This is an optimization exercise on Yosys and OpenROAD, whose aim is small area, not a production implementation. In this exercise RTL edits were held to simulation tests only and were not proved equivalent to the original.

## alu
module alu (
    input  logic        i_clk,
    input  logic        i_rst_n,
    input  logic        i_in_valid,
    input  logic [3:0]  i_inst,
    input  logic [15:0] i_data_a,
    input  logic [15:0] i_data_b,
    output logic        o_busy,
    output logic        o_out_valid,
    output logic [15:0] o_data
);
clock: 11.0 ns
lec_check: 0
abc_area: 1
cap_margin: 20
core_margin: 2
core_utilization: 55
cts_buf_list: sky130_fd_sc_hd__clkbuf_4 sky130_fd_sc_hd__clkbuf_8
gpl_timing_driven: 0
slew_margin: 20
standard.sh (not shown) runs the stock make flow with config.mk's settings and CLKGATE_MAP_FILE= SYNTH_SCRIPT=/design/flow/synth_recipe.tcl, a recipe that flattens the netlist after the stock synthesis.
==> flow/flow/run.sh <==
#!/bin/bash
set -euo pipefail
bash standard.sh "BUFFER_PORTS_ARGS=-buffer_cell sky130_fd_sc_hd__buf_2" finish > flow_make.log 2>&1
Rerun with:
==> flow/flow/run.sh (replaced) <==
#!/bin/bash
set -euo pipefail
bash standard.sh \
  "BUFFER_PORTS_ARGS=-buffer_cell sky130_fd_sc_hd__buf_1" \
  REMOVE_ABC_BUFFERS=1 \
  "CTS_ARGS=-sink_clustering_enable -repair_clock_nets -buf_list sky130_fd_sc_hd__clkbuf_8 -dont_use_dummy_load" \
  finish > flow_make.log 2>&1
CORE_UTILIZATION = 65   (was 55)
CTS_BUF_LIST = sky130_fd_sc_hd__clkbuf_8   (was sky130_fd_sc_hd__clkbuf_4 sky130_fd_sc_hd__clkbuf_8)
Non-clock buffer count falls by 78.
Clock-buffer cell count is unchanged.
Routed wire length falls by a little under a tenth.
Cell area falls by a few percent.
Worst setup slack gets worse by 0.066 ns.
Via count falls by a few percent.
Utilization rises by 8.4 points.
Global-route usage rises by 3.0 points.
Synthesized cell count is unchanged.
Rerun with:
==> flow/flow/run.sh (replaced) <==
#!/bin/bash
set -euo pipefail
bash standard.sh \
  "BUFFER_PORTS_ARGS=-buffer_cell sky130_fd_sc_hd__buf_2" \
  REMOVE_ABC_BUFFERS=1 \
  "CTS_ARGS=-sink_clustering_enable -repair_clock_nets -buf_list sky130_fd_sc_hd__clkbuf_8 -dont_use_dummy_load -sink_clustering_size 40 -sink_clustering_max_diameter 100" \
  finish > flow_make.log 2>&1
CORE_UTILIZATION = 55   (was 65)
=>
- final cell count rose by a few percent
- register-to-register slack improved by 0.14 ns
- via count drops slightly
- synthesized cell count is unchanged
Rerun with:
==> flow/flow/run.sh (replaced) <==
#!/bin/bash
set -euo pipefail
bash standard.sh "BUFFER_PORTS_ARGS=-buffer_cell sky130_fd_sc_hd__buf_2" finish > flow_make.log 2>&1
ABC_AREA = not set   (was 1)
CORE_UTILIZATION = 40   (was 55)
CTS_BUF_LIST = not set   (was sky130_fd_sc_hd__clkbuf_8)
Clock-buffer cell count does not change.
Via count goes up by about 11%.
Clock skew came out lower by 0.022 ns.
Sequential share of layout area goes down by 4.3 points.
Worst setup slack loses 0.030 ns.
Non-clock buffer count goes up by 134.
Register-to-register slack is worse by 0.09 ns.
Die area climbs by 47%.
Synthesized cell count drops by 7.4%.
Rerun with:
ABC_AREA = 1   (was not set)
What happened:
- The new run finished clean
- via count came out lower by 8.4%
- final cell count came out higher by 3.1%
- routed wire length came out lower by 12%
- fmax came out lower by 0.65%
- die area came out lower by 7.1%
- worst setup slack got worse by 0.070 ns
- area after synthesis came out lower by 7.2%
- final area came out lower by 8.7%

alu again, from the RTL that the note above started with.
export LEC_CHECK = 0
export ABC_AREA = 1
export CAP_MARGIN = 0
export CORE_MARGIN = 2
export CORE_UTILIZATION = 65
export CTS_BUF_LIST = sky130_fd_sc_hd__clkbuf_8
export GPL_TIMING_DRIVEN = 0
export SLEW_MARGIN = 0
create_clock -name core_clock -period 11.0 [get_ports {i_clk}]
==> flow/flow/run.sh <==
#!/bin/bash
set -euo pipefail
bash standard.sh "BUFFER_PORTS_ARGS=-buffer_cell sky130_fd_sc_hd__buf_2" REMOVE_ABC_BUFFERS=1 finish > flow_make.log 2>&1
Then changed:
Settings changed: CAP_MARGIN 0 to 20, CORE_UTILIZATION 65 to 55, SLEW_MARGIN 0 to 20.
=>
- routed wire length rose by 3.9%
- clock skew stays flat
- setup slack improved by 81 ps
- hold slack improved by 11 ps
- final cell count rose by 2.7%
- clock-buffer cell count stays the same
- synthesized cell count stays the same
Then changed:
==> flow/flow/run.sh (replaced) <==
#!/bin/bash
set -euo pipefail
bash standard.sh \
  "BUFFER_PORTS_ARGS=-buffer_cell sky130_fd_sc_hd__buf_2" \
  REMOVE_ABC_BUFFERS=1 \
  "CTS_ARGS=-sink_clustering_enable -repair_clock_nets -buf_list sky130_fd_sc_hd__clkbuf_8 -dont_use_dummy_load" \
  finish > flow_make.log 2>&1
The changed run produced a clean layout; setup slack is better by 17 ps; via count decreases by 0.35%; final cell count decreases by about 0.7%.

==> static timing again, ports no longer ideal <==
No port has a modelled driver above. Below, the same layouts with a new extraction and two added sets of constraints.
Step 1 assumes that a clkbuf_16 drives the clock port and a buf_2 every other input.
Step 2 times the ports against the registers' clock, not the clock port: input delays grow and output delays shrink by t, the midpoint of the rising clock arrivals with the driver on.
Three values: no drivers, after step 1, after step 2; two values: the first two.
run | t, ns | setup slack, ns | latest minus earliest clock arrival (ns) | cell pins on the clock port's net
the first run of note 1 | 0.512 | 0.299 / 0.275 / 0.275 | 0.025 / 0.025 | 1
the second run of note 1 | 0.506 | 0.233 / 0.211 / 0.211 | 0.044 / 0.043 | 1
the third run of note 1 | 0.502 | 0.331 / 0.305 / 0.305 | 0.046 / 0.046 | 1
the fourth run of note 1 | 0.498 | 0.301 / 0.267 / 0.267 | 0.014 / 0.014 | 1
the fifth run of note 1 | 0.481 | 0.231 / 0.213 / 0.213 | 0.016 / 0.017 | 1
the first run of note 2 | 0.515 | 0.233 / 0.213 / 0.213 | 0.018 / 0.018 | 1
the second run of note 2 | 0.512 | 0.314 / 0.288 / 0.288 | 0.023 / 0.023 | 1
the third run of note 2 | 0.502 | 0.331 / 0.305 / 0.305 | 0.046 / 0.046 | 1
After both steps every run listed still meets setup and hold. For the fourth run of note 1, which loses most, drivers alone change the setup slack by -0.034 ns; drivers and shift together by -0.034 ns.
